This is an optimization exercise on Yosys and OpenROAD, whose aim is small area, a short achievable clock period and few clock cycles per item, not a production implementation. Only simulation tests tie the RTL to the original design; equivalence was not proved. Power and IR drop assume default switching activity.

[design/flow/config.mk]
export PLATFORM = sky130hd
export DESIGN_NAME = fc_layer_top
export DESIGN_NICKNAME = fc_layer_top
export VERILOG_FILES = /design/flow/design.v
export SDC_FILE = /design/flow/constraint.sdc
export NUM_CORES = 4
export LEC_CHECK = 0
export ABC_CLOCK_PERIOD_IN_PS = 4000
export CAP_MARGIN = 20
export CORE_MARGIN = 2
export CORE_UTILIZATION = 65
export PLACE_DENSITY = 0.8
export SLEW_MARGIN = 20
[design/flow/constraint.sdc]
create_clock -name core_clock -period 12.0 [get_ports {clk}]
set_input_delay 2.4000 -clock core_clock [delete_from_list [all_inputs] [get_ports {clk}]]
set_output_delay 2.4000 -clock core_clock [all_outputs]
set_load 0.01 [all_outputs]
[design/flow/design.v]
package fc_layer_pkg;
   localparam int DATA_W = 16;
   localparam int N_INPUTS = 8;
   localparam int N_LANES = 16;
   typedef logic signed [DATA_W-1:0] data_t;
   localparam data_t DATA_MAX = data_t'(2 ** (DATA_W - 1) - 1);
   localparam data_t DATA_MIN = data_t'(-(2 ** (DATA_W - 1)));
   typedef enum logic [2:0] {
      st_load,
      st_settle,
      st_compute,
      st_output,
      st_clear
   } seq_state_t;
endpackage
`timescale 1ns/1ps
module fc_weight_rom #(
   parameter int pos = 0
) (
   input  logic [3:0]         l,
   output logic [7:0]         w8,
   output logic signed [15:0] w15,
   output logic [14:0]        tp,
   output logic [14:0]        tn,
   output logic               wneg
);
   localparam [1023:0] T_W8 = {
      {16'h4317, 16'h3879, 16'h4db2, 16'h5dd9, 16'h336c, 16'h3ea5, 16'h46bf, 16'h6529},
      {16'h762a, 16'h25b6, 16'h065b, 16'h0f35, 16'h2ab6, 16'h3d49, 16'h0934, 16'h28a3},
      {16'h3dee, 16'h6fe6, 16'h187a, 16'h611e, 16'h7ebe, 16'h7b5a, 16'h1a00, 16'h604f},
      {16'h7658, 16'h389d, 16'h46a8, 16'h4a61, 16'h5fb3, 16'h3b97, 16'h08d0, 16'h7ce3},
      {16'h6329, 16'h5b88, 16'h29b1, 16'h2464, 16'h7eaf, 16'h24c6, 16'h31d9, 16'h7939},
      {16'h739e, 16'h5326, 16'h6ea1, 16'h1324, 16'h516d, 16'h2c3c, 16'h02fc, 16'h69d6},
      {16'h202c, 16'h7716, 16'h70ee, 16'h7be2, 16'h107d, 16'h2a10, 16'h2ce0, 16'h7c35},
      {16'h7107, 16'h0859, 16'h5827, 16'h1945, 16'h1ea1, 16'h13be, 16'h3a95, 16'h1341}
   };
   localparam [1919:0] T_TP = {
      {16'h0000, 16'h0000, 16'h0000, 16'h0010, 16'h0000, 16'h0481, 16'h7b7f, 16'h6100, 16'h15ca, 16'h7078, 16'h8ec7, 16'h6b8f, 16'h93f7, 16'h0ea5, 16'h6725},
      {16'h0000, 16'h0000, 16'h0000, 16'h0400, 16'h0802, 16'h2461, 16'h53fe, 16'h26c2, 16'h03ad, 16'h0d2d, 16'h0122, 16'h1555, 16'h837c, 16'ha641, 16'h8b20},
      {16'h0001, 16'h0003, 16'h0001, 16'h0003, 16'h0861, 16'h2d97, 16'h7a2d, 16'h334b, 16'h45ad, 16'h635b, 16'h0861, 16'h3dcf, 16'h1a61, 16'h9013, 16'h14e9},
      {16'h0000, 16'h0000, 16'h0000, 16'h0102, 16'h0008, 16'h3130, 16'h4ec7, 16'h5316, 16'h4e07, 16'h27e5, 16'h0c22, 16'h6d72, 16'h40f0, 16'h31b0, 16'he294},
      {16'h0000, 16'h0000, 16'h0000, 16'h0002, 16'h0544, 16'h421a, 16'h38f1, 16'h3477, 16'h6368, 16'h399a, 16'h7c44, 16'h2bba, 16'h1020, 16'h440e, 16'hc3e1},
      {16'h0000, 16'h0000, 16'h0000, 16'h0240, 16'h4000, 16'h1d47, 16'h7ffd, 16'h4444, 16'h2984, 16'h3ac5, 16'h5809, 16'h251a, 16'h0e38, 16'h1459, 16'h9809},
      {16'h0000, 16'h0000, 16'h0000, 16'h2001, 16'h2805, 16'h20c1, 16'h5f3e, 16'h0fb4, 16'h0428, 16'h645b, 16'h296d, 16'h35b1, 16'h92ca, 16'h92a0, 16'h4590},
      {16'h0000, 16'h0000, 16'h0001, 16'h0681, 16'h0400, 16'h0420, 16'h7ddf, 16'h167d, 16'h543a, 16'h15ae, 16'h5555, 16'h9e25, 16'h6cd2, 16'h0504, 16'h4409}
   };
   localparam [1919:0] T_TN = {
      {16'h0000, 16'h0000, 16'h0000, 16'h0010, 16'h0000, 16'h0481, 16'h7b7f, 16'h6100, 16'h15ca, 16'h7078, 16'h8ec7, 16'h6b87, 16'h03ad, 16'h967f, 16'h98da},
      {16'h0000, 16'h0000, 16'h0000, 16'h0400, 16'h0802, 16'h2461, 16'h13fe, 16'h66c2, 16'h432d, 16'h4dad, 16'h41a0, 16'h45d7, 16'hd3e2, 16'hd29e, 16'h34df},
      {16'h0001, 16'h0003, 16'h0001, 16'h0003, 16'h0861, 16'h2d97, 16'h7a2d, 16'h334b, 16'h45ad, 16'h235b, 16'h4861, 16'h5ccb, 16'h7165, 16'h7b05, 16'heb17},
      {16'h0000, 16'h0000, 16'h0000, 16'h0102, 16'h0000, 16'h3138, 16'h4ecf, 16'h531e, 16'h4e0f, 16'h27ec, 16'h0c2b, 16'h6179, 16'h4cbb, 16'h2cdb, 16'h1d63},
      {16'h0000, 16'h0000, 16'h0000, 16'h0002, 16'h0544, 16'h421a, 16'h38f1, 16'h3477, 16'h6368, 16'h399a, 16'h7c44, 16'h03aa, 16'h2830, 16'h7810, 16'h3c1e},
      {16'h0000, 16'h0000, 16'h0000, 16'h0240, 16'h4000, 16'h1d47, 16'h7ffd, 16'h4444, 16'h2984, 16'h3a41, 16'h188d, 16'h449c, 16'h6d9e, 16'h73af, 16'h67f6},
      {16'h0000, 16'h0000, 16'h0000, 16'h2001, 16'h2805, 16'h20c1, 16'h5f3e, 16'h0fb4, 16'h0428, 16'h645b, 16'h2169, 16'h1db4, 16'hba85, 16'h28cf, 16'hba6f},
      {16'h0000, 16'h0000, 16'h0001, 16'h0681, 16'h0400, 16'h0420, 16'h7ddf, 16'h167d, 16'h543a, 16'h15ae, 16'h5555, 16'h0c05, 16'hd620, 16'hbef2, 16'hbff6}
   };
   localparam [127:0] T_WNEG = {
      {16'h4317},
      {16'hf62a},
      {16'hbdee},
      {16'hf658},
      {16'he329},
      {16'h739e},
      {16'ha02c},
      {16'hf107}
   };
   localparam [127:0] T_W15 = {
      16'h0653, 16'hee49, 16'hc5bc, 16'hbe14, 16'h9e54, 16'h541c, 16'heda5, 16'hf175
   };
   always_comb begin
      for (int b = 0; b < 8; b++)  w8[b] = T_W8[(pos*8 + b)*16 + l];
      for (int b = 0; b < 15; b++) tp[b] = T_TP[(pos*15 + b)*16 + l];
      for (int b = 0; b < 15; b++) tn[b] = T_TN[(pos*15 + b)*16 + l];
      wneg = T_WNEG[pos*16 + l];
      w15  = T_W15[pos*16 +: 16];
   end
endmodule
`timescale 1ns/1ps
module fc_mac_lane #(
   parameter int pos = 0
) (
   input  logic [15:0] x,
   input  logic [3:0]  l,
   input  logic        is15,
   input  logic [7:0]  w8,
   output logic [16:0] u,
   output logic [16:0] v
);
   logic [7:0]         w8_unused;
   logic signed [15:0] w15;
   logic [14:0]        tp, tn, mag;
   logic               wneg, ovf, pos_sat;
   logic [16:0]        tu, tv;
   logic [15:0]        a;
   logic [7:0]         b;
   logic [3:0]         one, two, neg;
   logic [3:0][16:0]   row;
   logic t1, t2, t3, t4, t5, t6, t7, t8, t9, t10, t11, t12, t13, t14, t15, t16, t17, t18, t19, t20, t21, t22, t23, t24, t25, t26, t27, t28, t29, t30, t31, t32, t33, t34, t35, t36, t37, t38, t39, t40, t41, t42, t43, t44, t45, t46, t47, t48, t49, t50, t51, t52, t53, t54, t55, t56, t57, t58, t59, t60, t61, t62, t63, t64, t65, t66, t67, t68, t69, t70, t71, t72, t73, t74, t75, t76, t77, t78;
   fc_weight_rom #(.pos(pos)) u_rom (.l, .w8(w8_unused), .w15, .tp, .tn, .wneg);
   assign a = is15 ? w15 : x;
   assign b = is15 ? x[7:0] : w8;
   always_comb begin
      for (int r = 0; r < 4; r++) begin
         logic bl, bm, bh;
         bl = (r == 0) ? 1'b0 : b[2*r-1];
         bm = b[2*r];
         bh = b[2*r+1];
         one[r] = bm ^ bl;
         two[r] = (bh & ~bm & ~bl) | (~bh & bm & bl);
         neg[r] = bh & ~(bm & bl);
         for (int i = 0; i < 17; i++) begin
            logic ai, am;
            ai = (i == 16) ? a[15] : a[i];
            am = (i == 0) ? 1'b0 : a[i-1];
            row[r][i] = ((one[r] & ai) | (two[r] & am)) ^ neg[r];
         end
      end
   end
   assign t1 = row[0][6] ^ row[1][4];
   assign t2 = row[0][6] & row[1][4];
   assign t3 = row[0][7] ^ row[1][5];
   assign t4 = row[0][7] & row[1][5];
   assign t5 = row[0][8] ^ row[1][6];
   assign t6 = row[0][8] & row[1][6];
   assign t7 = row[0][9] ^ row[1][7];
   assign t8 = row[0][9] & row[1][7];
   assign t9 = row[0][10] ^ row[1][8];
   assign t10 = row[0][10] & row[1][8];
   assign t11 = row[0][11] ^ row[1][9];
   assign t12 = row[0][11] & row[1][9];
   assign t13 = row[0][12] ^ row[1][10];
   assign t14 = row[0][12] & row[1][10];
   assign t15 = row[0][13] ^ row[1][11];
   assign t16 = row[0][13] & row[1][11];
   assign t17 = row[0][14] ^ row[1][12];
   assign t18 = row[0][14] & row[1][12];
   assign t19 = row[0][15] ^ row[1][13];
   assign t20 = row[0][15] & row[1][13];
   assign t21 = row[0][16] ^ row[1][14];
   assign t22 = row[0][16] & row[1][14];
   assign t23 = row[0][4] ^ row[1][2];
   assign t24 = row[0][4] & row[1][2];
   assign t25 = row[0][5] ^ row[1][3];
   assign t26 = row[0][5] & row[1][3];
   assign t27 = t1 ^ row[2][2] ^ row[3][0];
   assign t28 = (t1 & row[2][2]) | (t1 & row[3][0]) | (row[2][2] & row[3][0]);
   assign t29 = t2 ^ t3 ^ row[2][3];
   assign t30 = (t2 & t3) | (t2 & row[2][3]) | (t3 & row[2][3]);
   assign t31 = t4 ^ t5 ^ row[2][4];
   assign t32 = (t4 & t5) | (t4 & row[2][4]) | (t5 & row[2][4]);
   assign t33 = t6 ^ t7 ^ row[2][5];
   assign t34 = (t6 & t7) | (t6 & row[2][5]) | (t7 & row[2][5]);
   assign t35 = t8 ^ t9 ^ row[2][6];
   assign t36 = (t8 & t9) | (t8 & row[2][6]) | (t9 & row[2][6]);
   assign t37 = t10 ^ t11 ^ row[2][7];
   assign t38 = (t10 & t11) | (t10 & row[2][7]) | (t11 & row[2][7]);
   assign t39 = t12 ^ t13 ^ row[2][8];
   assign t40 = (t12 & t13) | (t12 & row[2][8]) | (t13 & row[2][8]);
   assign t41 = t14 ^ t15 ^ row[2][9];
   assign t42 = (t14 & t15) | (t14 & row[2][9]) | (t15 & row[2][9]);
   assign t43 = t16 ^ t17 ^ row[2][10];
   assign t44 = (t16 & t17) | (t16 & row[2][10]) | (t17 & row[2][10]);
   assign t45 = t18 ^ t19 ^ row[2][11];
   assign t46 = (t18 & t19) | (t18 & row[2][11]) | (t19 & row[2][11]);
   assign t47 = t20 ^ t21 ^ row[2][12];
   assign t48 = (t20 & t21) | (t20 & row[2][12]) | (t21 & row[2][12]);
   assign t49 = row[0][2] ^ row[1][0];
   assign t50 = row[0][2] & row[1][0];
   assign t51 = row[0][3] ^ row[1][1];
   assign t52 = row[0][3] & row[1][1];
   assign t53 = t23 ^ row[2][0] ^ neg[2];
   assign t54 = (t23 & row[2][0]) | (t23 & neg[2]) | (row[2][0] & neg[2]);
   assign t55 = t24 ^ t25 ^ row[2][1];
   assign t56 = (t24 & t25) | (t24 & row[2][1]) | (t25 & row[2][1]);
   assign t57 = t26 ^ t27 ^ neg[3];
   assign t58 = (t26 & t27) | (t26 & neg[3]) | (t27 & neg[3]);
   assign t59 = t28 ^ t29 ^ row[3][1];
   assign t60 = (t28 & t29) | (t28 & row[3][1]) | (t29 & row[3][1]);
   assign t61 = t30 ^ t31 ^ row[3][2];
   assign t62 = (t30 & t31) | (t30 & row[3][2]) | (t31 & row[3][2]);
   assign t63 = t32 ^ t33 ^ row[3][3];
   assign t64 = (t32 & t33) | (t32 & row[3][3]) | (t33 & row[3][3]);
   assign t65 = t34 ^ t35 ^ row[3][4];
   assign t66 = (t34 & t35) | (t34 & row[3][4]) | (t35 & row[3][4]);
   assign t67 = t36 ^ t37 ^ row[3][5];
   assign t68 = (t36 & t37) | (t36 & row[3][5]) | (t37 & row[3][5]);
   assign t69 = t38 ^ t39 ^ row[3][6];
   assign t70 = (t38 & t39) | (t38 & row[3][6]) | (t39 & row[3][6]);
   assign t71 = t40 ^ t41 ^ row[3][7];
   assign t72 = (t40 & t41) | (t40 & row[3][7]) | (t41 & row[3][7]);
   assign t73 = t42 ^ t43 ^ row[3][8];
   assign t74 = (t42 & t43) | (t42 & row[3][8]) | (t43 & row[3][8]);
   assign t75 = t44 ^ t45 ^ row[3][9];
   assign t76 = (t44 & t45) | (t44 & row[3][9]) | (t45 & row[3][9]);
   assign t77 = t46 ^ t47 ^ row[3][10];
   assign t78 = (t46 & t47) | (t46 & row[3][10]) | (t47 & row[3][10]);
   assign tu[0] = row[0][0];
   assign tv[0] = neg[0];
   assign tu[1] = row[0][1];
   assign tv[1] = 1'b0;
   assign tu[2] = t49;
   assign tv[2] = neg[1];
   assign tu[3] = t50;
   assign tv[3] = t51;
   assign tu[4] = t52;
   assign tv[4] = t53;
   assign tu[5] = t54;
   assign tv[5] = t55;
   assign tu[6] = t56;
   assign tv[6] = t57;
   assign tu[7] = t58;
   assign tv[7] = t59;
   assign tu[8] = t60;
   assign tv[8] = t61;
   assign tu[9] = t62;
   assign tv[9] = t63;
   assign tu[10] = t64;
   assign tv[10] = t65;
   assign tu[11] = t66;
   assign tv[11] = t67;
   assign tu[12] = t68;
   assign tv[12] = t69;
   assign tu[13] = t70;
   assign tv[13] = t71;
   assign tu[14] = t72;
   assign tv[14] = t73;
   assign tu[15] = t74;
   assign tv[15] = t75;
   assign tu[16] = t76;
   assign tv[16] = t77;
   assign mag     = x[15] ? ~x[14:0] : x[14:0];
   assign ovf     = x[15] ? (mag > tn) : (mag > tp);
   assign pos_sat = x[15] ^ ~wneg;
   assign u = ovf ? (pos_sat ? 17'h07fff : 17'h18000) : tu;
   assign v = ovf ? 17'h00000 : tv;
endmodule
`timescale 1ns/1ps
module fc_output_stage #(
   parameter bit relu = 1'b0
) (
   input  logic [15:0] s,
   input  logic [16:0] u,
   input  logic [16:0] v,
   output logic [15:0] s_out
);
   logic [16:0] s17, c, d, tsum;
   logic [15:0] res;
   always_comb begin
      s17 = {s[15], s};
      d = s17 ^ u ^ v;
      c = {(s17[15:0] & u[15:0]) | (s17[15:0] & v[15:0]) | (u[15:0] & v[15:0]), 1'b0};
      tsum = c + d;
      if (tsum[16] == tsum[15]) res = tsum[15:0];
      else res = tsum[16] ? 16'h8000 : 16'h7fff;
      if (relu && res[15]) s_out = '0;
      else s_out = res;
   end
endmodule
`timescale 1ns/1ps
module fc_layer_top #(
   parameter int n_inputs = fc_layer_pkg::N_INPUTS,
   parameter int n_lanes  = fc_layer_pkg::N_LANES,
   parameter int data_w   = fc_layer_pkg::DATA_W,
   parameter bit relu_en  = 1'b1
) (
   input  logic                clk,
   input  logic                reset,
   input  logic                input_valid,
   output logic                input_ready,
   input  fc_layer_pkg::data_t input_data,
   output logic                output_valid,
   input  logic                output_ready,
   output fc_layer_pkg::data_t output_data
);
   logic [7:0][15:0] xs;         
   logic [7:0]       slot_par;   
   logic [7:0]       free;       
   logic [7:0]       rd15;       
   logic [7:0]       writable;
   logic [2:0]       wcnt;       
   logic             wpar;       
   logic             h_valid;    
   logic [15:0]      h_data;
   logic             wr_go;
   logic [15:0]      wr_data;
   logic [3:0]       l_inj;      
   logic             p_inj;      
   logic [7:0]       w8_inj;     
   logic             is15_inj;   
   logic             fire_inj;
   logic [7:0]       bv;
   logic [7:0][3:0]  btag;
   logic [7:0]       bpar;
   logic [7:0]       bis15;
   logic [7:0][7:0]  bw8;        
   logic [7:0][16:0] bu, bvv;    
   logic [7:0][15:0] bs;         
   logic [7:0]       wt;         
   logic [7:0]       blk;        
   logic [7:0]       fire;
   logic [7:0][16:0] pu, pv;     
   logic [7:0][7:0]  w8_next;    
   logic [7:0][15:0] s_new;      
   logic             kv;         
   logic [15:0]      kd;
   logic             ov;
   logic [15:0]      od;
   logic             o_free;
   assign input_ready = ~h_valid;
   always_comb begin
      for (int j = 0; j < 7; j++) wt[j] = bv[j] & (bpar[j] ^ slot_par[j+1]);
      wt[7] = 1'b0;
      blk[7] = kv;
      for (int j = 6; j >= 0; j--) blk[j] = blk[j+1] | wt[j+1];
      for (int j = 0; j < 8; j++) fire[j] = bv[j] & ~wt[j] & ~blk[j];
      fire_inj = ~(slot_par[0] ^ p_inj) & ~(blk[0] | wt[0]);
      rd15[0] = fire_inj & (l_inj == 4'd15);
      for (int k = 1; k < 8; k++) rd15[k] = fire[k-1] & (btag[k-1] == 4'd15);
      writable = free | rd15;
      wr_data = h_valid ? h_data : input_data;
      wr_go   = (h_valid | input_valid) & writable[wcnt];
   end
   logic [7:0]       w8_rst;
   fc_weight_rom #(.pos(0)) u_w0 (.l(l_inj + 4'd1), .w8(w8_next[0]), .w15(), .tp(), .tn(), .wneg());
   fc_weight_rom #(.pos(0)) u_wr (.l(4'd0), .w8(w8_rst), .w15(), .tp(), .tn(), .wneg());
   fc_weight_rom #(.pos(1)) u_w1 (.l(l_inj), .w8(w8_next[1]), .w15(), .tp(), .tn(), .wneg());
   for (genvar j = 2; j < 8; j++) begin : g_w
      fc_weight_rom #(.pos(j)) u_w (.l(btag[j-2]), .w8(w8_next[j]), .w15(), .tp(), .tn(), .wneg());
   end
   fc_mac_lane #(.pos(0)) u_mul0 (
      .x(xs[0]), .l(l_inj), .is15(is15_inj), .w8(w8_inj),
      .u(pu[0]), .v(pv[0])
   );
   for (genvar j = 1; j < 8; j++) begin : g_mul
      fc_mac_lane #(.pos(j)) u_mul (
         .x(xs[j]), .l(btag[j-1]), .is15(bis15[j-1]), .w8(bw8[j-1]),
         .u(pu[j]), .v(pv[j])
      );
   end
   for (genvar j = 0; j < 8; j++) begin : g_acc
      fc_output_stage #(.relu(j == 7 && relu_en)) u_acc (
         .s(j == 0 ? 16'd0 : bs[j]), .u(bu[j]), .v(bvv[j]),
         .s_out(s_new[j])
      );
   end
   assign o_free = ~ov | output_ready;
   always_ff @(posedge clk) begin
      if (reset) begin
         wcnt     <= '0;
         wpar     <= 1'b0;
         h_valid  <= 1'b0;
         slot_par <= '1;
         free     <= '1;
         l_inj    <= '0;
         p_inj    <= 1'b0;
         w8_inj   <= w8_rst;
         is15_inj <= 1'b0;
         bv       <= '0;
         ov       <= 1'b0;
         kv       <= 1'b0;
      end else begin
         if (wr_go) begin
            slot_par[wcnt] <= wpar;
            wcnt <= wcnt + 1'b1;
            if (wcnt == 3'd7) wpar <= ~wpar;
         end
         h_valid <= h_valid ? ~writable[wcnt] : (input_valid & ~writable[wcnt]);
         for (int k = 0; k < 8; k++) begin
            if (wr_go && wcnt == 3'(k)) free[k] <= 1'b0;
            else if (rd15[k]) free[k] <= 1'b1;
         end
         if (fire_inj) begin
            l_inj    <= l_inj + 1'b1;
            w8_inj   <= w8_next[0];
            is15_inj <= (l_inj == 4'd14);
            if (l_inj == 4'd15) p_inj <= ~p_inj;
         end
         bv[0] <= fire_inj | (bv[0] & ~fire[0]);
         for (int j = 1; j < 8; j++) bv[j] <= fire[j-1] | (bv[j] & ~fire[j]);
         if (o_free) begin
            ov <= kv | fire[7];
            kv <= 1'b0;
         end else begin
            kv <= kv | fire[7];
         end
      end
   end
   always_ff @(posedge clk) begin
      if (~h_valid) h_data <= input_data;
      for (int k = 0; k < 8; k++) begin
         if (wr_go && wcnt == 3'(k)) xs[k] <= wr_data;
      end
      if (fire_inj) begin
         btag[0]  <= l_inj;
         bpar[0]  <= p_inj;
         bis15[0] <= is15_inj;
         bw8[0]   <= w8_next[1];
         bu[0]    <= pu[0];
         bvv[0]   <= pv[0];
      end
      for (int j = 1; j < 8; j++) begin
         if (fire[j-1]) begin
            btag[j]  <= btag[j-1];
            bpar[j]  <= bpar[j-1];
            bis15[j] <= bis15[j-1];
            bw8[j]   <= (j < 7) ? w8_next[(j+1) % 8] : 8'd0;
            bu[j]    <= pu[j];
            bvv[j]   <= pv[j];
            bs[j]    <= s_new[j-1];
         end
      end
      if (o_free) begin
         if (kv | fire[7]) od <= kv ? kd : s_new[7];
      end else if (fire[7] & ~kv) begin
         kd <= s_new[7];
      end
   end
   assign output_valid = ov;
   assign output_data  = od;
endmodule
[design/flow/flow/run.sh]
#!/bin/bash
set -euo pipefail
export SETUP_SLACK_MARGIN=8
bash standard.sh > standard_flow.log 2>&1
[design/flow/standard.sh]
#!/bin/bash
# synth_recipe.tcl (not shown) runs the flow's synth.tcl, then flattens the netlist and writes it again
# the make line also repeats each setting of config.mk as NAME=value (left out here)
make -C /OpenROAD-flow-scripts/flow DESIGN_CONFIG=/design/flow/config.mk WORK_HOME=/design/flow/orfs CLKGATE_MAP_FILE= SYNTH_SCRIPT=/design/flow/synth_recipe.tcl "${@:-finish}"
==> run notes, run 1 <==
- For the worst setup path, the data arrival time is 4.40 ns.
- Power spread over the standard cell area amounts to 182 nW/um2.
- The clock network latency to the later pin of the worst-skew pair is 0.68 ns.
- The number of fill cells is 6756.
- The final-report max-slew violation count came to 0.
- The total setup violations reported at the end of the flow is 0.
- Summing all multi-input logic gate instances after layout gives 37900 um2.
- The number of antenna violations at the first check in global routing was 7.
- The clock arrives with 0.0386 ns of skew.
- Based on the critical path, the design can be clocked at up to 250 MHz.
- The total DRC errors in the routed layout is 0.
- The detailed-route vias per instance is 6.23.
- The pin count of the biggest net entering global routing is 65.
- Global routing consumed, on the met2 layer, 51.1% of the routing resources.
- In this run, synthesis produced a sequential element count of 693.
- The number of search-and-repair iterations in the first detailed-routing pass is 6.
- The fraction of the mapped netlist area in adder cells is 19.5%.
- The required time of the critical path is 12.41 ns.
- In this run the vertical extent of the chip is 310 um.
- The average instance in the mapped netlist occupies 9.57 um2.
- The HPWL reported at the end of detailed placement is 108 mm.
- TritonCTS built the clock tree.
- From left edge to right edge, the die measures 310 um.
- In this run the static leakage power is 27.2 nW.
- The number of enable flip-flop cells after synthesis is 632.
- After detailed placement, the design holds a cell count of 7322.
- Of the total synthesized cell area, the portion taken by AND, OR, NAND and NOR gates is 11.4%.
- The beginning of the worst hold path is bv[2]$_SDFF_PP0_.
- The worst register-to-register path begins at g_mul[4].u_mul.is15$_DFFE_PP_.
- The initial utilization of the core area, before any placement, comes to 65.4%.
- The main combinational cell family by area after synthesis is adder cells.
- The global-route met3 utilization is 4.13%.
- The XOR/XNOR share of the synthesized area is 9.04%.
- Clock-pin slew was measured on the worst setup and hold paths at 0.06 ns.
- The via count of the first global-routing pass is 44700.
- The wire length per cell after detailed routing is 20.5 um.
- The clock period minus worst slack is 3.99 ns.
- The first-pass GRT wire length is 244 mm.
- Cells with a size suffix above 1 make up 10.7% of the layout.
- The net count of the finished layout is 7109.
- The initial DRC count is 5384.
- The worst setup path is launched from a flop.
- The maximum fanout encountered on the critical timing path is 27.
- The worst IR drop on VDD is 0.306 mV.
- The H-tree depth reported by CTS is 3.
- The complex-gate fraction of the synthesized area is 16.8%.
- Summed over all failing endpoints, the final setup total negative slack is 0 ns.
- In this run the remaining antenna-violating nets after routing total 0.
- The number of endpoints with negative hold slack in the final report is 0.
- The routed layout has 47600 vias.
- The worst min-delay path category is flop to flop.
- The cell type with the largest total area after synthesis is sky130_fd_sc_hd__edfxtp_1.
- The worst pin sits at a relative slew slack of 29.6%.
- The clock passes through at most 3 buffers.
- Of the post-synthesis cell area, the part taken by muxes is 3.91%.
- The share of the yosys chip area belonging to registers is 33.2%.
- The most frequent standard cell in the layout excluding fill and tap cells is sky130_fd_sc_hd__edfxtp_1.
- The critical path in this run is classified as flop to flop.
- The register area is 20200 um2.
- In the layout the commonest cells are sky130_fd_sc_hd__edfxtp_1 (632), sky130_fd_sc_hd__inv_1 (576), sky130_fd_sc_hd__ha_1 (474), sky130_fd_sc_hd__nor2_1 (425), sky130_fd_sc_hd__o21ai_0 (403).
- Buffers inserted during clock tree synthesis total 80.
- STA classifies the critical path endpoint as a flop.
- The worst path uses 33.3% of the clock period.
- The netlist uses 92 different library cells.
- In the synthesized netlist the dominant register cell turns out to be sky130_fd_sc_hd__edfxtp_1.
- Sorting the synthesized cells by area gives the leading types as sky130_fd_sc_hd__edfxtp_1 (31%), sky130_fd_sc_hd__ha_1 (10%), sky130_fd_sc_hd__fa_1 (9.2%).
- Of all flip-flops after synthesis, the portion carrying an async set or reset was 0%.
- Clock tree synthesis selected as its root buffer the cell sky130_fd_sc_hd__clkbuf_16.
- The share of synthesized area in the top cell type comes to 31.2%.
- Across the run, the number of max-cap violations was 0.
- The origin of the worst setup path is g_mul[4].u_mul.is15$_DFFE_PP_.
- The smallest hold slack is 0.491 ns.
- The count of clock tree sinks is 693.
- The finished layout holds 7642 standard cells, fillers aside.
- The flow ran to the end and the layout has no timing, DRC or antenna violations.
- The total I/O pin count is 38.
- Cells fill 72.4% of the core in the end.
- Setup repair after global routing could not meet its margin everywhere.
- The synthesized netlist net count is 7154.
- Summed over all layers, the routed wires come to 157 mm.
- Global routing finished with a remaining overflow of 0.
- The layer with the highest usage is met2.
- The number of placement rows is 112.
- The overall fraction of global-route tracks in use is 32.1%.
- Synthesis produced a netlist whose cell count is 6359.
- The total core area is 93000 um2.
- The number of buffers inserted by hold repair at cts is 0.
- The synthesized cell area is 60900 um2.
- The Yosys step of the flow raised 19 warnings.
- The global routing met1 resource utilization is 45.2%.
- Summing all placed instances gives a cell area of 61900 um2.
- The slew of the pin with the lowest slew margin is 1.06 ns.
- The final weighted congestion in routability-driven placement is 0.935.
- The die area is 96100 um2.
- The count of port buffers added during placement is 36.
- Compared with the post-synthesis result, the final layout area differs by 10.7%.
- The design area is 67300 um2.
==> sequential cells by signal (all words and copies together) (netlist names), 7 cells and up, named ones only <==
signal and count:
bpar 7, bs 112, bu 136, bv 7, bvv 128, free 8, g_mul.u_mul.is15 7, g_mul.u_mul.l 28
g_mul.u_mul.w8 56, h_data 16, kd 15, od 15, slot_par 8, w8_inj 8, xs 128
==> layer usage <==
layer | wire length (um) | share of wire, % | up-vias
met5 | 53 | 0.034 | -
met4 | 5250 | 3.3 | 8
met2 | 73700 | 47 | 1919
met1 | 66000 | 42 | 23100
met3 | 11800 | 7.5 | 304
li1 | - | - | 22300
==> power by group <==
group | internal, mW | switching, mW
sequential | 3.08 | 0.271
combinational | 2.62 | 3.67
clock | 1.55 | 1.04
total | 7.25 | 4.98
==> path summary, 6_finish.rpt <==
kind | to | slack [ns] | depth (start not counted)
worst min register to register | bv[2]$_SDFF_PP0_ | 0.49 | 2
worst max-delay path | bvv[84]$_SDFFCE_PP0P_ | 8.01 | 18
worst min-delay path | bv[2]$_SDFF_PP0_ | 0.49 | 2
worst max register to register | bvv[84]$_SDFFCE_PP0P_ | 8.01 | 18
==> cell usage after synthesis (all sizes together) (37+ instances only) <==
master	number
a21oi	365
clkbuf	326
a211oi	65
mux2i	123
a221oi	42
xor2	287
nor2	439
dfxtp	61
nor3	86
edfxtp	632
o21a	118
and3	42
fa	280
nand2	369
and2	51
inv	591
buf	66
nand2b	67
a31oi	59
xnor2	341
or2	40
o21ai	421
mux2	96
o22ai	37
a21o	77
ha	495
nand3	78
nor2b	156
a22oi	196
==> cell families (layout without fill, tap and decap cells) <==
kind of cell,after synthesis,in the layout
flip-flops,693,693
AND/OR/NAND/NOR,1442,1443
adder cells (fa/ha/maj),781,781
multiplexers,222,223
other,1,11
AO/OA/AOI/OAI,1601,1602
buffers and inverters,991,1007
XOR/XNOR,628,628
==> through the flow <==
| step | worst slack, ns | power (mW) |
|---|---|---|
| finish | 8.01 | 12.2 |
| floorplan | 8.00 | 7.68 |
| detailed placement | 6.80 | 9.29 |
| global route | 7.78 | 13.2 |
| CTS | 7.84 | 12.0 |
| global placement | 6.90 | 9.13 |
==> final cells by class <==
class	count	share of cell area (%)
Clock buffer	91	3.13
Tap cell	1254	2.33
Inverter	599	3.39
Clock inverter	55	0.975
Sequential cell	693	30.0
Multi-Input combinational cell	4678	56.3
Timing Repair Buffer	262	3.85
Antenna cell	10	0.0372
==> worst max-delay path: stages (launching register included) <==
cell and delay (ns):
sky130_fd_sc_hd__edfxtp_1 0.44, sky130_fd_sc_hd__buf_12 0.20, sky130_fd_sc_hd__nand2b_2 0.22, sky130_fd_sc_hd__and2_4 0.18
sky130_fd_sc_hd__inv_1 0.11, sky130_fd_sc_hd__ha_4 0.27, sky130_fd_sc_hd__o21a_4 0.26, sky130_fd_sc_hd__a221oi_2 0.20
sky130_fd_sc_hd__xnor2_1 0.10, sky130_fd_sc_hd__ha_1 0.30, sky130_fd_sc_hd__inv_1 0.05, sky130_fd_sc_hd__fa_1 0.39
sky130_fd_sc_hd__xor2_1 0.17, sky130_fd_sc_hd__xnor2_1 0.19, sky130_fd_sc_hd__xnor2_1 0.16, sky130_fd_sc_hd__xnor2_1 0.16
sky130_fd_sc_hd__xnor2_1 0.16, sky130_fd_sc_hd__xnor2_1 0.14, sky130_fd_sc_hd__nor2_1 0.05
==> what timing repair did <==
action | in CTS | in global routing
endpoints found under the setup margin | 295 | 354
buffers inserted | 30 | 111
gates resized for setup | 120 | 136
gates cloned | 8 | 13
pin swaps | 8 | 50
Testbench counts, summed over its fixed seeds: cycles 3,160, items 192.
==> inputs of run 2 (changes only) <==
--- a/design/flow/config.mk
+++ b/design/flow/config.mk
@@ -6,8 +6,8 @@
 export NUM_CORES = 4
 export LEC_CHECK = 0
-export ABC_CLOCK_PERIOD_IN_PS = 4000
+export ABC_CLOCK_PERIOD_IN_PS = 8000
 export CAP_MARGIN = 20
 export CORE_MARGIN = 2
-export CORE_UTILIZATION = 65
-export PLACE_DENSITY = 0.8
+export CORE_UTILIZATION = 55
+export PLACE_DENSITY = 0.7
 export SLEW_MARGIN = 20
==> run 2 against run 1 <==
  * Critical path depth down 17
  * Sequential power about the same
  * Clock skew down 0.016 ns
  * Area after synthesis unchanged
  * Sequential share of layout area about the same
  * Non-clock buffer count up 1
  * Global-route usage down 5.0 points
  * Cell count up 3.0%
  * Setup slack better by 0.060 ns
  * Critical path type is now flop to primary output
==> run notes, run 2 <==
- The run finished with no timing, DRC or antenna violations.
- The slew of the pin with the lowest slew margin is 1.08 ns (+0.0268 ns).
- The largest delay contributor family on the critical path is buffers and inverters.
- The top achievable clock speed is 254 MHz (+1.5%).
- The clock transition at the register clock pins on the worst setup and hold paths after CTS is 0.06 ns (about the same).
- The leakage power was 27.1 nW (-0.29%).
- The number of nets with antenna violations after routing was 0 (unchanged).
- The slowest stage of the critical path is the sky130_fd_sc_hd__clkdlybuf4s50_1 cell.
- The share of the yosys chip area belonging to registers is 33.2% (unchanged).
- The total of max-cap violations is 0 (unchanged).
- The die height came to 337 um (+8.6%).
- The final-report max-slew violation count came to 0 (unchanged).
- The arrival time at the worst endpoint is 1.54 ns (-2.86 ns).
- The synthesized instance count is 6359 (unchanged).
- The signal on the critical path passes through clkdlybuf4s50_1.
- For this run, the leading register cell type out of synthesis is sky130_fd_sc_hd__edfxtp_1.
- The number of search-and-repair iterations in the first detailed-routing pass is 6 (unchanged).
- The register bit count reported by yosys was 693 (unchanged).
- The count of port buffers added during placement is 36 (unchanged).
- The number of flip-flops in the largest register came to 136 (unchanged).
- The required time of the critical path is 9.60 ns (-2.81 ns).
- The power per standard cell area is 178 nW/um2 (-1.8%).
- The via count of the first global-routing pass is 43900 (-1.9%).
- The fraction of the cycle the final worst path needs is 32.8% (-0.50 points).
- The cell type with the largest total area after synthesis is sky130_fd_sc_hd__edfxtp_1.
- The number of distinct standard cells referenced by the synthesized netlist came to 92 (unchanged).
- The number of endpoints with negative hold slack in the final report was 0 (unchanged).
- The number of buffer and inverter stages on the critical path was 1 (-2).
- TritonCTS built the clock tree.
- The effective utilization at floorplan is 55.2% (-10 points).
- The initial DRC count is 4851 (-9.9%).
- The signed area change from the synthesized netlist to the final layout came to 10.7% (about the same).
- The final weighted congestion in routability-driven placement is 0.910 (-2.6%).
- In the layout the commonest cells are sky130_fd_sc_hd__edfxtp_1 (632), sky130_fd_sc_hd__inv_1 (578), sky130_fd_sc_hd__ha_1 (477), sky130_fd_sc_hd__nor2_1 (426), sky130_fd_sc_hd__o21ai_0 (406).
- The overall die width is 337 um (+8.6%).
- The overall fraction of global-route tracks in use is 27.0% (-5.0 points).
- The setup path with the least slack is of type flop to primary output.
- Setup repair after global routing could not meet its margin everywhere.
- The largest registers in the layout are bu x136, bvv x128, xs x128.
- The number of buffers created by CTS was 80 (unchanged).
- In this run the worst hold path is classified as flop to flop.
- The H-tree depth reported by CTS came to 3 (unchanged).
- The share of synthesized flip-flops with an asynchronous set or reset is 0% (unchanged).
- The register with the most flip-flops in the final layout is bu.
- The number of antenna violations at the first check in global routing is 7 (unchanged).
- The die area was 113000 um2 (+18%).
- The worst setup path is captured at a primary output.
- Yosys instantiated no cell more often than sky130_fd_sc_hd__edfxtp_1.
- The via count of the routed design is 46500 (-2.2%).
- The count of clock tree sinks is 693 (unchanged).
- The worst setup path is launched from a flop.
- The total power of the final layout is 12.0 mW (-1.7%).
- Ranked by instance count, the synthesized netlist is headed by sky130_fd_sc_hd__edfxtp_1 (632), sky130_fd_sc_hd__inv_1 (589), sky130_fd_sc_hd__ha_1 (495).
- The worst IR drop on VDD is 0.363 mV (+18%).
- The number of warnings printed during yosys synthesis is 19 (unchanged).
- The worst reg-to-reg setup slack came to 8.07 ns (+0.06 ns).
- The setup TNS after final layout is 0 ns (unchanged).
- The maximum fanout encountered on the critical timing path came to 1 (-96%).
- The final net count is 7109 (unchanged).
- The smallest hold slack was 0.485 ns (-0.00557 ns).
- The worst-case clock buffer depth was 3 (unchanged).
- The global route total overflow is 0 (unchanged).
- The HPWL reported at the end of detailed placement came to 110 mm (+1.3%).
- The clock network latency to the later pin of the worst-skew pair is 0.67 ns (about the same).
- The largest incremental delay on the critical path is 0.53 ns (+0.09 ns).
- The library cell used most frequently in the layout, excluding fill and tap cells, is sky130_fd_sc_hd__edfxtp_1.
- The number of buffers inserted by hold repair at cts came to 0 (unchanged).
- The clock tree skew after final layout is 0.0225 ns (-0.0161 ns).
- The total DRC errors in the routed layout was 0 (unchanged).
- The detailed-route vias per instance is 5.91 (-5.1%).
- The average size of a mapped cell came to 9.57 um2 (unchanged).
- The tightest slew margin relative to the limit is 27.6% (-2.0 points).
- The clock period minus worst slack is 3.94 ns (-0.0597 ns).
- The total I/O pin count was 38 (unchanged).
- The root cell of the clock tree is sky130_fd_sc_hd__clkbuf_16.
- The first-pass GRT wire length is 243 mm (-0.36%).
- The number of fill cells is 9263 (+37%).
- The fraction of layout instances using a drive strength above 1 is 10.4% (-0.32 points).
- The synthesized cell area is 60900 um2 (unchanged).
- The wire length per cell after detailed routing is 19.8 um (-3.6%).
- The area share of the largest cell type after synthesis is 31.2% (unchanged).
- The number of enable flip-flop cells after synthesis is 632 (unchanged).
- The synthesized netlist net count is 7154 (unchanged).
- By area the synthesized netlist is led by sky130_fd_sc_hd__edfxtp_1 (31%), sky130_fd_sc_hd__ha_1 (10%), sky130_fd_sc_hd__fa_1 (9.2%).
- The number of placement rows was 122 (+8.9%).
- The aggregate routed wire length was 156 mm (-0.63%).
- The total core area is 110000 um2 (+18%).
- The total setup violations reported at the end of the flow is 0 (unchanged).
- The pin count of the biggest net entering global routing came to 65 (unchanged).
-- run 2: power breakdown --
group	internal (mW)	switching (mW)	leakage (nW)
combinational	2.59	3.59	19.6
sequential	3.08	0.278	6.23
clock	1.43	1.05	1.27
total	7.11	4.92	27.1
-- run 2: cells by family (layout without fill, tap and decap cells) --
logic type      after synthesis  after routing  synth area share, %
compound gates             1601           1602                 16.8
simple gates               1442           1443                 11.4
buf+inv                     991           1009                 6.18
fa+ha+maj                   781            781                 19.5
flops                       693            693                 33.2
xor+xnor                    628            628                 9.04
mux                         222            222                 3.91
other cells                   1              9              0.00616
-- run 2: worst paths after layout --
path | depth (start not counted) | start | endpoint
max reg2reg | 19 | g_mul[3].u_mul.is15$_DFFE_PP_ | bvv[67]$_SDFFCE_PP0P_
min | 0 | bpar[5]$_DFFE_PP_ | bpar[6]$_DFFE_PP_
min reg2reg | 0 | bpar[5]$_DFFE_PP_ | bpar[6]$_DFFE_PP_
max | 1 | od[0]$_DFFE_PP_ | output_data[0]
-- run 2: worst register-to-register path, delay by kind of cell, from the launching register on --
kind | cells | cell delay (ns)
flip-flops | 1 | 0.43
AO/OA/AOI/OAI | 1 | 0.20
AND/OR/NAND/NOR | 5 | 0.81
adder cells (fa/ha/maj) | 3 | 0.84
XOR/XNOR | 7 | 1.05
buffers and inverters | 3 | 0.34
-- run 2: area by class of cell --
cell class / count / area (um2) / share of cell area, %
clock buffers: 89 / 2040 / 3.02
diodes: 8 / 20.0 / 0.0297
inverters: 599 / 2280 / 3.38
well taps: 1488 / 1860 / 2.76
clock inverters: 58 / 602 / 0.893
flip-flops and latches: 693 / 20200 / 30.0
repair buffers: 263 / 2550 / 3.79
multi-input cells: 4677 / 37800 / 56.1
-- run 2: through the flow --
step                setup slack, ns  area, um2  utilization, %  instances
finish                         8.06      67400            61.2       7875
floorplan                      8.00      61000               -       6359
CTS                            7.75      65800            59.7       7754
global route                   7.83      67400            61.1       7867
global placement               6.81      62200            56.4       7557
detailed placement             6.76      62200            56.4       7558
-- run 2: repair_timing --
| action | 4_1_cts | 5_1_grt |
|---|---|---|
| endpoints found under the setup margin | 295 | 347 |
| resized for setup | 104 | 135 |
| pin swaps | 5 | 41 |
| cloned | 8 | 9 |
| buffers inserted | 41 | 104 |
-- run 2: metal layers --
layer  up-vias  routed length, um  global-route usage (%)
li1      22300                  -                       -
met1     22400              68600                    38.1
met2      1554              71200                    43.1
met3       286              10500                    3.49
met4         0               5350                    9.11
met5         -                  0                       0
==> inputs of run 3 (changes only) <==
--- a/design/flow/config.mk
+++ b/design/flow/config.mk
@@ -6,8 +6,8 @@
 export NUM_CORES = 4
 export LEC_CHECK = 0
-export ABC_CLOCK_PERIOD_IN_PS = 8000
 export CAP_MARGIN = 20
 export CORE_MARGIN = 2
 export CORE_UTILIZATION = 55
+export CTS_BUF_LIST = sky130_fd_sc_hd__clkbuf_8
 export PLACE_DENSITY = 0.7
 export SLEW_MARGIN = 20
==> run 3 against run 2 <==
  * First-iteration DRC count is 0.29% lower
  * Setup slack improved by 0.016 ns
  * Worst hold slack worse by 0.0077 ns
  * Synthesized cell count stayed put
  * Clock-buffer cell count increased by 39
  * Highest routed layer unchanged
==> run notes, run 3 <==
- The number of placement rows was 122 (unchanged).
- The wire length per cell after detailed routing came to 19.7 um (-0.34%).
- The utilization of the core after routing was 61.2% (about the same).
- The overall die width is 337 um (unchanged).
- The global route total overflow is 0 (unchanged).
- The tightest slew margin relative to the limit is 26.3% (-1.3 points).
- The power per standard cell area is 176 nW/um2 (-1.2%).
- The maximum fanout encountered on the critical timing path is 24 (+23).
- The setup TNS after final layout is 0 ns (unchanged).
- The H-tree depth reported by CTS is 3 (unchanged).
- The worst setup path is captured at a flop.
- The area share of the largest cell type after synthesis is 31.2% (unchanged).
- The final-report max-slew violation count is 0 (unchanged).
- The count of clock tree sinks is 693 (unchanged).
- The fraction of layout instances using a drive strength above 1 is 11.3% (+0.90 points).
- The count of port buffers added during placement is 36 (unchanged).
- The HPWL reported at the end of detailed placement is 110 mm (unchanged).
- The share of synthesized flip-flops with an asynchronous set or reset is 0% (unchanged).
- The number of distinct standard cells referenced by the synthesized netlist is 92 (unchanged).
- For this run, the leading register cell type out of synthesis is sky130_fd_sc_hd__edfxtp_1.
- Yosys attributes the largest share of cell area to sky130_fd_sc_hd__edfxtp_1 (31%), sky130_fd_sc_hd__ha_1 (10%), sky130_fd_sc_hd__fa_1 (9.2%).
- The arrival time at the worst endpoint is 4.47 ns (+2.93 ns).
- The via count of the routed design was 46900 (+0.75%).
- The total of max-cap violations was 0 (unchanged).
- The die area is 113000 um2 (unchanged).
- Summed over all instances, the cell type with the most area after synthesis is sky130_fd_sc_hd__edfxtp_1.
- The number of search-and-repair iterations in the first detailed-routing pass is 6 (unchanged).
- The die height came to 337 um (unchanged).
- The total I/O pin count is 38 (unchanged).
- Leaving out fill and tap cells, the most frequent cell in the layout is sky130_fd_sc_hd__edfxtp_1.
- The first-pass GRT wire length is 244 mm (+0.16%).
- The clock period minus worst slack is 3.92 ns (-0.0160 ns).
- The initial DRC count is 4837 (-0.29%).
- The worst IR drop on VDD was 0.357 mV (-1.7%).
- The total setup violations reported at the end of the flow is 0 (unchanged).
- The signed area change from the synthesized netlist to the final layout is 10.8% (about the same).
- The smallest hold slack is 0.477 ns (-0.00774 ns).
- The library cells used most frequently in the layout, excluding fill and tap cells, are sky130_fd_sc_hd__edfxtp_1 (632), sky130_fd_sc_hd__inv_1 (603), sky130_fd_sc_hd__ha_1 (477), sky130_fd_sc_hd__nor2_1 (424), sky130_fd_sc_hd__o21ai_0 (407).
- The commonest cells after synthesis are sky130_fd_sc_hd__edfxtp_1 (632), sky130_fd_sc_hd__inv_1 (589), sky130_fd_sc_hd__ha_1 (495).
- The clock network latency to the later pin of the worst-skew pair is 0.82 ns (+0.15 ns).
- The pin count of the biggest net entering global routing is 65 (unchanged).
- The detailed-route vias per instance is 5.89 (-0.33%).
- The clock tree from TritonCTS is built.
- The total power of the final layout is 11.9 mW (-1.1%).
- The number of enable flip-flop cells after synthesis is 632 (unchanged).
- The clock transition at the register clock pins on the worst setup and hold paths after CTS is 0.06 ns (about the same).
- The register bank with the most flops is bu.
- The fraction of the cycle the final worst path needs was 32.7% (-0.13 points).
- The total core area came to 110000 um2 (unchanged).
- The number of antenna violations at the first check in global routing is 8 (+1).
- The kind of start point of the critical path is a flop.
- The worst min-delay path category is flop to flop.
- The slew of the pin with the lowest slew margin is 1.10 ns (+0.0197 ns).
- The flow ran to the end and the layout has no timing, DRC or antenna violations.
- The worst setup path is of the flop to flop kind.
- The total DRC errors in the routed layout is 0 (unchanged).
- The top achievable clock speed was 255 MHz (+0.41%).
- sky130_fd_sc_hd__edfxtp_1 is the most common cell in the netlist.
- The register bit count reported by yosys is 693 (unchanged).
- The final weighted congestion in routability-driven placement is 0.910 (unchanged).
- Setup repair after global routing could not meet its margin everywhere.
- The synthesized instance count is 6359 (unchanged).
- The effective utilization at floorplan came to 55.2% (unchanged).
- The clock tree skew after final layout is 0.0606 ns (+0.0381 ns).
- The number of warnings printed during yosys synthesis came to 19 (unchanged).
- The via count of the first global-routing pass is 44200 (+0.71%).
- The number of endpoints with negative hold slack in the final report is 0 (unchanged).
- The largest registers in the layout are bu x136, bvv x128, xs x128.
- The overall fraction of global-route tracks in use came to 27.0% (about the same).
- The number of flip-flops in the largest register is 136 (unchanged).
- The cell sitting at the root of the clock tree is a sky130_fd_sc_hd__clkbuf_8.
- The synthesized netlist net count is 7154 (unchanged).
- The number of buffers created by CTS is 119 (+49%).
- The required time of the critical path is 12.55 ns (+2.95 ns).
- The leakage power was 27.3 nW (+0.71%).
- The worst-case clock buffer depth is 3 (unchanged).
- The aggregate routed wire length is 157 mm (+0.73%).
- The number of nets with antenna violations after routing is 0 (unchanged).
- The share of the yosys chip area belonging to registers is 33.2% (unchanged).
- The number of buffers inserted by hold repair at cts is 0 (unchanged).
- The synthesized cell area is 60900 um2 (unchanged).
- The average size of a mapped cell is 9.57 um2 (unchanged).
- The final net count came to 7160 (+0.72%).
==> run 3: cell counts after synthesis <==
No cell type changed its count.
==> run 3: repair_timing <==
| action | in CTS | in global routing |
|---|---|---|
| setup buffers | 39 | 118 |
| endpoints found under the setup margin | 310 | 398 |
| pin swaps | 5 | 40 |
| resized for setup | 126 | 133 |
| cloned | 7 | 10 |
==> run 3: metrics by stage <==
stage               std cells  worst slack [ns]  cell area, um2
global placement         7557              6.81           62200
detailed placement       7558              6.76           62200
floorplan                6359              8.00           61000
global route             7959              7.85           67400
CTS                      7830              7.74           65700
finish                   7960              8.08           67400
==> run 3: layout make-up <==
cell class / instances / area (um2)
repair buffers: 275 / 2630
diodes: 2 / 5.00
well taps: 1488 / 1860
clock buffers: 128 / 1760
multi-input cells: 4677 / 37900
flip-flops and latches: 693 / 20200
clock inverters: 98 / 826
inverters: 599 / 2280
fillers: 9307 / 42800
==> run 3: power by group <==
part	switching [mW]	internal (mW)
combinational	3.59	2.59
sequential	0.276	3.08
clock	1.07	1.28
total	4.93	6.95
==> run 3: logic make-up after synthesis <==
logic type | after synthesis | share of synthesized area [%]
AOI/OAI and AO/OA | 1601 | 16.8
xor gates and xnor gates | 628 | 9.04
adders and majority gates | 781 | 19.5
buffers and inverters | 991 | 6.18
DFF | 693 | 33.2
muxes | 222 | 3.91
other | 1 | 0.00616
and+or+nand+nor | 1442 | 11.4
==> run 3: per-layer routing <==
metal  vias to the layer above  track usage [%]  wire, um
li1                      22400                -         -
met1                     22500             38.0     69300
met2                      1628             43.0     71600
met3                       321             3.92     10500
met4                         0             9.14      5480
met5                         -                0         0
==> run 3: critical path, stage by stage (launching register included) <==
cell	delay (ns)
sky130_fd_sc_hd__edfxtp_1	0.43
sky130_fd_sc_hd__buf_12	0.19
sky130_fd_sc_hd__nand2b_2	0.23
sky130_fd_sc_hd__and2_4	0.21
sky130_fd_sc_hd__inv_4	0.10
sky130_fd_sc_hd__ha_4	0.26
sky130_fd_sc_hd__nor2_1	0.15
sky130_fd_sc_hd__nor2_2	0.07
sky130_fd_sc_hd__a221oi_2	0.20
sky130_fd_sc_hd__xnor2_1	0.15
sky130_fd_sc_hd__ha_1	0.15
sky130_fd_sc_hd__inv_1	0.05
sky130_fd_sc_hd__fa_1	0.42
sky130_fd_sc_hd__xor2_1	0.16
sky130_fd_sc_hd__xnor2_1	0.18
sky130_fd_sc_hd__xnor2_1	0.15
sky130_fd_sc_hd__xnor2_1	0.15
sky130_fd_sc_hd__xnor2_1	0.11
sky130_fd_sc_hd__xnor2_1	0.13
sky130_fd_sc_hd__and2_1	0.15
==> run 3: path summary, 6_finish.rpt <==
| kind | from | to | slack, ns | cells after the start |
|---|---|---|---|---|
| hold / removal | bpar[4]$_DFFE_PP_ | bpar[5]$_DFFE_PP_ | 0.48 | 0 |
| setup / recovery | g_mul[3].u_mul.is15$_DFFE_PP_ | bvv[67]$_SDFFCE_PP0P_ | 8.08 | 19 |
| hold reg to reg | bpar[4]$_DFFE_PP_ | bpar[5]$_DFFE_PP_ | 0.48 | 0 |
| setup reg to reg | g_mul[3].u_mul.is15$_DFFE_PP_ | bvv[67]$_SDFFCE_PP0P_ | 8.08 | 19 |
==> inputs of run 4 (changes only) <==
--- a/design/flow/config.mk
+++ b/design/flow/config.mk
@@ -6,8 +6,8 @@
 export NUM_CORES = 4
 export LEC_CHECK = 0
+export ABC_AREA = 1
 export CAP_MARGIN = 20
 export CORE_MARGIN = 2
 export CORE_UTILIZATION = 55
-export CTS_BUF_LIST = sky130_fd_sc_hd__clkbuf_8
 export PLACE_DENSITY = 0.7
 export SLEW_MARGIN = 20
==> run 4 against run 3 <==
  * Largest cell class unchanged
  * Non-clock buffer count decreased by 102
  * Total power increased by 40%
  * Register-to-register slack improved by 0.03 ns
  * Sequential share of layout area increased by 1.9 points
  * Combinational power increased by 66%
  * Routed wire length decreased by 7.4%
  * Cell area decreased by 5.9%
  * Fmax decreased by 0.62%
  * Cell count increased by 0.19%
  * Area after synthesis decreased by 4.7%
  * Still clean on timing, DRC and antenna
  * Worst hold slack got worse by 0.022 ns
==> run notes, run 4 <==
- The complex-gate fraction of the synthesized area was 14.1% (-2.7 points).
- The total setup violations reported at the end of the flow is 0 (unchanged).
- The setup path with the least slack is of type input port to flop.
- The root cell of the clock tree is sky130_fd_sc_hd__clkbuf_16.
- The share of synthesized flip-flops with an asynchronous set or reset is 0% (unchanged).
- The power per standard cell area is 263 nW/um2 (+49%).
- The global route total overflow is 0 (unchanged).
- The number of warnings printed during yosys synthesis is 19 (unchanged).
- The run finished with no timing, DRC or antenna violations.
- In the post-synthesis netlist, the cell with the most instances is sky130_fd_sc_hd__nand2_1.
- The setup TNS after final layout is 0 ns (unchanged).
- The register bank with the most flops is bu.
- The most frequent standard cell in the layout excluding fill and tap cells is sky130_fd_sc_hd__nand2_1.
- The total DRC errors in the routed layout is 0 (unchanged).
- The fraction of power consumed by sequential logic is 22.9% (-5.3 points).
- The top cell types in the final layout, fill and taps aside, are sky130_fd_sc_hd__nand2_1 (943), sky130_fd_sc_hd__inv_1 (918), sky130_fd_sc_hd__edfxtp_1 (632), sky130_fd_sc_hd__ha_1 (490), sky130_fd_sc_hd__xor2_1 (485).
- The clock tree skew after final layout was 0.0255 ns (-0.0351 ns).
- The wire length per cell after detailed routing came to 18.2 um (-7.6%).
- The via count of the first global-routing pass is 43900 (-0.61%).
- The slew of the pin with the lowest slew margin is 1.06 ns (-0.0415 ns).
- The share of the yosys chip area belonging to registers is 34.8% (+1.6 points).
- The kind of start point of the critical path is an input port.
- The register bit count reported by yosys was 693 (unchanged).
- The largest registers in the layout are bu x136, bvv x128, xs x128.
- The overall die width is 329 um (-2.3%).
- Walking the worst path, the cells encountered are clkdlybuf4s50_1, nor2_1, clkinv_2, nand2_2, buf_4, nor2_1, buf_4.
- The total core area is 105000 um2 (-4.8%).
- The cell type with the largest total area after synthesis is sky130_fd_sc_hd__edfxtp_1.
- The basic-gate share of the synthesized area counting and, or, nand and nor cells is 12.1% (+0.74 points).
- The arrival time at the worst endpoint is 4.26 ns (-0.21 ns).
- The effective utilization at floorplan is 55.3% (about the same).
- The top achievable clock speed is 254 MHz (-0.62%).
- The leakage power is 27.6 nW (+1.2%).
- The final-report max-slew violation count is 0 (unchanged).
- The number of fill cells came to 8959 (-3.7%).
- The clock tree from TritonCTS is built.
- The fraction of layout instances using a drive strength above 1 is 6.94% (-4.4 points).
- The switching power total is 7.81 mW (+58%).
- The worst-case clock buffer depth is 3 (unchanged).
- The fraction of power consumed by the clock network is 15.4% (-4.3 points).
- The number of enable flip-flop cells after synthesis is 632 (unchanged).
- The number of placement rows came to 119 (-2.5%).
- The clock period minus worst slack is 3.94 ns (+0.0246 ns).
- The final weighted congestion in routability-driven placement is 0.901 (-1.1%).
- The clock network latency to the later pin of the worst-skew pair is 0.65 ns (-0.17 ns).
- The cell-internal power is 8.88 mW (+28%).
- The H-tree depth reported by CTS is 3 (unchanged).
- The worst IR drop on VDD is 0.395 mV (+11%).
- Among all flip-flop cells after synthesis, the most frequent one is sky130_fd_sc_hd__edfxtp_1.
- The total I/O pin count is 38 (unchanged).
- By area the synthesized netlist is led by sky130_fd_sc_hd__edfxtp_1 (33%), sky130_fd_sc_hd__ha_1 (11%), sky130_fd_sc_hd__fa_1 (9.7%).
- The die height is 329 um (-2.3%).
- The setup slack of the critical path after layout is 8.06 ns (-0.0246 ns).
- Setup repair after global routing could not meet its margin everywhere.
- The largest incremental delay on the critical path is 0.53 ns (+0.10 ns).
- On the critical path, the stage with the largest delay is an instance of sky130_fd_sc_hd__clkdlybuf4s50_1.
- The number of antenna violations at the first check in global routing was 6 (-2).
- The die area is 108000 um2 (-4.6%).
- The detailed-route vias per instance was 5.64 (-4.2%).
- The number of buffers inserted by hold repair at cts was 0 (unchanged).
- The count of port buffers added during placement came to 36 (unchanged).
- The overall fraction of global-route tracks in use is 26.6% (-0.39 points).
- The number of flip-flops in the largest register is 136 (unchanged).
- The part of the power in combinational logic is 61.7% (+9.7 points).
- The number of buffer and inverter stages on the critical path is 4 (+1).
- By count the netlist is led by sky130_fd_sc_hd__nand2_1 (960), sky130_fd_sc_hd__inv_1 (939), sky130_fd_sc_hd__edfxtp_1 (632).
- The tightest slew margin relative to the limit is 28.8% (+2.5 points).
- The fraction of the cycle the final worst path needs is 32.9% (+0.21 points).
- The main combinational cell family by area after synthesis is adder cells.
- The largest delay contributor family on the critical path is buffers and inverters.
- The HPWL reported at the end of detailed placement is 107 mm (-3.1%).
- The synthesized netlist net count is 7299 (+2.0%).
- The clock transition at the register clock pins on the worst setup and hold paths after CTS was 0.06 ns (about the same).
- The synthesized instance count is 6504 (+2.3%).
- The design area came to 63400 um2 (-5.9%).
- The placed standard-cell area is 59300 um2 (-4.6%).
- The final net count is 7308 (+2.1%).
- The switching portion of total power is 46.8% (+5.3 points).
- The count of clock tree sinks is 693 (unchanged).
- The number of distinct standard cells referenced by the synthesized netlist is 62 (-33%).
- The number of search-and-repair iterations in the first detailed-routing pass is 6 (unchanged).
- The fraction of the mapped netlist area in adder cells came to 20.3% (+0.85 points).
- The number of buffers created by CTS is 82 (-31%).
- The pre-CTS worst setup slack is 6.77 ns (+0.0179 ns).
- The via count of the routed design is 45000 (-4.0%).
- The worst min-delay path category is flop to flop.
- The initial DRC count was 4026 (-17%).
- The number of endpoints with negative hold slack in the final report is 0 (unchanged).
- Relative to the synthesized area, the layout overhead comes to 9.32%.
- The aggregate routed wire length was 145 mm (-7.4%).
- The multiplexer share of the synthesized area was 0.0517% (-3.9 points).
- The total of max-cap violations is 0 (unchanged).
- The average size of a mapped cell was 8.92 um2 (-6.8%).
- The required time of the critical path is 12.32 ns (-0.23 ns).
- The area share of the largest cell type after synthesis was 32.7% (+1.5 points).
- The maximum fanout encountered on the critical timing path came to 17 (-29%).
- The synthesized cell area is 58000 um2 (-4.7%).
- The first-pass GRT wire length is 231 mm (-5.1%).
- The pin count of the biggest net entering global routing is 66 (+1.5%).
- The number of nets with antenna violations after routing is 0 (unchanged).
- The XOR/XNOR share of the synthesized area was 10.2% (+1.2 points).
- STA classifies the critical path endpoint as a flop.
run 4: changes by cell type in the layout (fill, tap and decap cells not counted), sizes merged, moves of 120 or more:
cell / change
nand2: +607
o22ai: +344
inv: +330
xor2: +198
a22oi: -193
nor2b: -156
xnor2: -149
mux2i: -120
run 4: timing repair:
| action | in CTS | in global routing |
|---|---|---|
| endpoints found under the setup margin | 373 | 310 |
| setup buffers | 38 | 61 |
| cloned | 3 | 8 |
| pin swaps | 1 | 11 |
| gates resized for setup | 65 | 87 |
run 4: final timing paths:
path | cells past startpoint | end | slack (ns) | from
setup / recovery | 7 | xs[32]$_DFFE_PP_ | 8.06 | input_valid
hold / removal | 0 | bpar[4]$_DFFE_PP_ | 0.46 | bpar[3]$_DFFE_PP_
setup reg to reg | 15 | bu[42]$_DFFE_PP_ | 8.11 | g_mul[2].u_mul.is15$_DFFE_PP_
hold reg to reg | 0 | bpar[4]$_DFFE_PP_ | 0.46 | bpar[3]$_DFFE_PP_
run 4: area by class of cell:
cell class	instances	area (um2)	share of cell area (%)
clock buffers	106	2300	3.63
repair inverters	7	42.5	0.0671
inverters	975	3740	5.90
well taps	1391	1740	2.74
repair buffers	173	1540	2.43
diodes	2	5.00	0.00789
clock inverters	47	482	0.759
multi-input cells	4581	33400	52.6
flip-flops and latches	693	20200	31.9
run 4: cell families after synthesis:
logic type / count (synthesis)
buffers and inverters: 1232
flip-flops: 693
multiplexers: 3
AO/OA/AOI/OAI: 1402
AND/OR/NAND/NOR: 1721
adder cells (fa/ha/maj): 775
XOR/XNOR: 677
other: 1
run 4: per-layer routing:
metal  track usage, %  up-vias  routed length [um]
met1             36.0    21300               62300
met4             9.40        4                5320
li1                 -    21900                   -
met2             44.5     1472               68700
met5                0        -                  22
met3             3.05      315                8820
run 4: power groups by stage:
stage | clock [mW] | combinational, mW | sequential, mW
2_1_floorplan | 0 | 7.55 | 3.71
3_3_place_gp | 0 | 9.78 | 3.88
3_5_place_dp | 0 | 9.97 | 3.88
4_1_cts | 2.62 | 10.2 | 3.83
5_1_grt | 2.71 | 11.9 | 3.86
6_report | 2.57 | 10.3 | 3.82
run 4: metrics by stage:
step / utilization (%) / power, mW / std cells / hold WS, ns
after global placement: 56.5 / 13.7 / 7710 / 0.429
after detailed placement: 56.5 / 13.9 / 7710 / 0.443
final: 60.4 / 16.7 / 7975 / 0.455
after CTS: 59.6 / 16.6 / 7904 / 0.455
after global routing: 60.4 / 18.4 / 7973 / 0.473
after floorplan: - / 11.3 / 6504 / 0.406
run 4: worst register-to-register path: stages, from the launching register on:
cell	delay, ns
sky130_fd_sc_hd__edfxtp_1	0.41
sky130_fd_sc_hd__buf_12	0.19
sky130_fd_sc_hd__o21ai_4	0.31
sky130_fd_sc_hd__clkinvlp_4	0.21
sky130_fd_sc_hd__ha_4	0.31
sky130_fd_sc_hd__clkinvlp_4	0.20
sky130_fd_sc_hd__buf_6	0.20
sky130_fd_sc_hd__buf_4	0.12
sky130_fd_sc_hd__o22ai_1	0.20
sky130_fd_sc_hd__xnor2_1	0.15
sky130_fd_sc_hd__ha_1	0.17
sky130_fd_sc_hd__inv_1	0.06
sky130_fd_sc_hd__fa_1	0.53
sky130_fd_sc_hd__inv_1	0.05
sky130_fd_sc_hd__fa_1	0.38
sky130_fd_sc_hd__o21a_1	0.19
==> inputs of run 5 (changes only) <==
--- a/design/flow/config.mk
+++ b/design/flow/config.mk
@@ -6,5 +6,5 @@
 export NUM_CORES = 4
 export LEC_CHECK = 0
-export ABC_AREA = 1
+export ABC_CLOCK_PERIOD_IN_PS = 4000
 export CAP_MARGIN = 20
 export CORE_MARGIN = 2
==> run 5 against run 4 <==
  * Clock skew fell by 0.0030 ns
  * Fmax up 0.22%
  * Via count is 3.4% higher
  * Cell count shrank 1.3%
  * Critical path type is now flop to primary output
  * Critical endpoint is now output_data[0]
==> run notes, run 5 <==
- The most used flip-flop cell after synthesis is sky130_fd_sc_hd__edfxtp_1.
- The share of synthesized flip-flops with an asynchronous set or reset is 0% (unchanged).
- The overall die width came to 337 um (+2.4%).
- The leakage power is 27.1 nW (-1.9%).
- STA classifies the critical path startpoint as a flop.
- The number of buffers created by CTS came to 80 (-2.4%).
- The count of clock tree sinks is 693 (unchanged).
- The tightest slew margin relative to the limit is 27.6% (-1.2 points).
- The number of buffer and inverter stages on the critical path is 1 (-3).
- The placed standard-cell area is 62200 um2 (+4.9%).
- The final weighted congestion in routability-driven placement came to 0.910 (+1.1%).
- The total of max-cap violations is 0 (unchanged).
- The flow ran to the end and the layout has no timing, DRC or antenna violations.
- The number of flip-flops in the largest register is 136 (unchanged).
- The H-tree depth reported by CTS is 3 (unchanged).
- The effective utilization at floorplan came to 55.2% (about the same).
- The number of enable flip-flop cells after synthesis is 632 (unchanged).
- Of all cell types, the one taking the most synthesized area is sky130_fd_sc_hd__edfxtp_1.
- The top achievable clock speed was 254 MHz (+0.22%).
- Compared with the post-synthesis result, the final layout area differs by 10.7%.
- The synthesized instance count came to 6359 (-2.2%).
- The first-pass GRT wire length is 243 mm (+5.2%).
- The clock transition at the register clock pins on the worst setup and hold paths after CTS is 0.06 ns (about the same).
- The number of endpoints with negative hold slack in the final report is 0 (unchanged).
- The maximum fanout encountered on the critical timing path is 1 (-16).
- The pin count of the biggest net entering global routing was 65 (-1.5%).
- The total I/O pin count is 38 (unchanged).
- The wire length per cell after detailed routing came to 19.8 um (+8.6%).
- The path class of the tightest hold or removal check is flop to flop.
- Yosys attributes the largest share of cell area to sky130_fd_sc_hd__edfxtp_1 (31%), sky130_fd_sc_hd__ha_1 (10%), sky130_fd_sc_hd__fa_1 (9.2%).
- Ranked by instance count, the synthesized netlist is headed by sky130_fd_sc_hd__edfxtp_1 (632), sky130_fd_sc_hd__inv_1 (589), sky130_fd_sc_hd__ha_1 (495).
- The number of distinct standard cells referenced by the synthesized netlist is 92 (+48%).
- The share of the yosys chip area belonging to registers is 33.2% (-1.6 points).
- The setup slack of the critical path after layout is 8.06 ns (+0.00858 ns).
- The setup TNS after final layout is 0 ns (unchanged).
- The final net count is 7109 (-2.7%).
- The cell sitting at the root of the clock tree is a sky130_fd_sc_hd__clkbuf_16.
- The number of fill cells is 9263 (+3.4%).
- The aggregate routed wire length is 156 mm (+7.3%).
- The power per standard cell area is 178 nW/um2 (-32%).
- The switching power total was 4.92 mW (-37%).
- The total core area is 110000 um2 (+5.0%).
- The cell-internal power is 7.11 mW (-20%).
- The global route total overflow is 0 (unchanged).
- The worst IR drop on VDD is 0.363 mV (-8.2%).
- The area share of the largest cell type after synthesis is 31.2% (-1.5 points).
- The utilization of the core after routing is 61.2% (+0.72 points).
- The clock network latency to the later pin of the worst-skew pair came to 0.67 ns (+0.02 ns).
- The final-report max-slew violation count was 0 (unchanged).
## run 5: cell count changes after synthesis, moves of 87 or more
cell	change
sky130_fd_sc_hd__nand2_1	-591
sky130_fd_sc_hd__nand3_1	-87
sky130_fd_sc_hd__mux2i_1	+120
sky130_fd_sc_hd__xor2_1	-198
sky130_fd_sc_hd__xnor2_1	+149
sky130_fd_sc_hd__nor2b_1	+156
sky130_fd_sc_hd__a22oi_1	+193
sky130_fd_sc_hd__a21oi_1	+100
sky130_fd_sc_hd__mux2_2	+96
sky130_fd_sc_hd__clkbuf_1	+196
sky130_fd_sc_hd__o22ai_1	-342
sky130_fd_sc_hd__inv_1	-350
## run 5: layer usage
metal	wire length, um	part of all wire, %	track usage (%)
met1	68600	44	38.1
met2	71200	46	43.1
met3	10500	6.8	3.49
met4	5350	3.4	9.11
met5	0	0	0
## run 5: cell type report
type                       count  area (um2)  area share [%]
antenna                        8        20.0          0.0297
clock buffer                  89        2040            3.02
clock inverter                58         602           0.893
inverter                     599        2280            3.38
multi-input combinational   4677       37800            56.1
sequential                   693       20200            30.0
tap                         1488        1860            2.76
timing repair buffer         263        2550            3.79
## run 5: logic make-up (layout without fill, tap and decap cells)
logic type               count (synthesis)  in the layout  share of synthesized area (%)
AO/OA/AOI/OAI                         1601           1602                           16.8
AND/OR/NAND/NOR                       1442           1443                           11.4
buffers and inverters                  991           1009                           6.18
adder cells (fa/ha/maj)                781            781                           19.5
flip-flops                             693            693                           33.2
XOR/XNOR                               628            628                           9.04
multiplexers                           222            222                           3.91
other                                    1              9                        0.00616
## run 5: what timing repair did
action	in CTS	in global routing
resized for setup	104	135
setup buffers	41	104
pin swaps	5	41
endpoints found under the setup margin	295	347
gates cloned	8	9
hold buffers	0	0
## run 5: per-stage QoR
step                total power, mW  cells
floorplan                      7.68   6359
global placement               9.21   7557
detailed placement             9.29   7558
CTS                            12.0   7754
global route                   13.0   7867
finish                         12.0   7875
## run 5: worst paths after layout
check / end / start / slack (ns) / depth (start not counted)
worst min-delay path: bpar[6]$_DFFE_PP_ / bpar[5]$_DFFE_PP_ / 0.48 / 0
worst max-delay path: output_data[0] / od[0]$_DFFE_PP_ / 8.06 / 1
worst min register to register: bpar[6]$_DFFE_PP_ / bpar[5]$_DFFE_PP_ / 0.48 / 0
worst max register to register: bvv[67]$_SDFFCE_PP0P_ / g_mul[3].u_mul.is15$_DFFE_PP_ / 8.07 / 19
## run 5: power groups by stage
stage / registers (mW) / clock network, mW / logic [mW]
finish: 3.36 / 2.48 / 6.18
detailed placement: 3.41 / 0 / 5.88
global placement: 3.40 / 0 / 5.80
floorplan: 3.21 / 0 / 4.47
CTS: 3.35 / 2.53 / 6.08
global route: 3.38 / 2.62 / 7.05
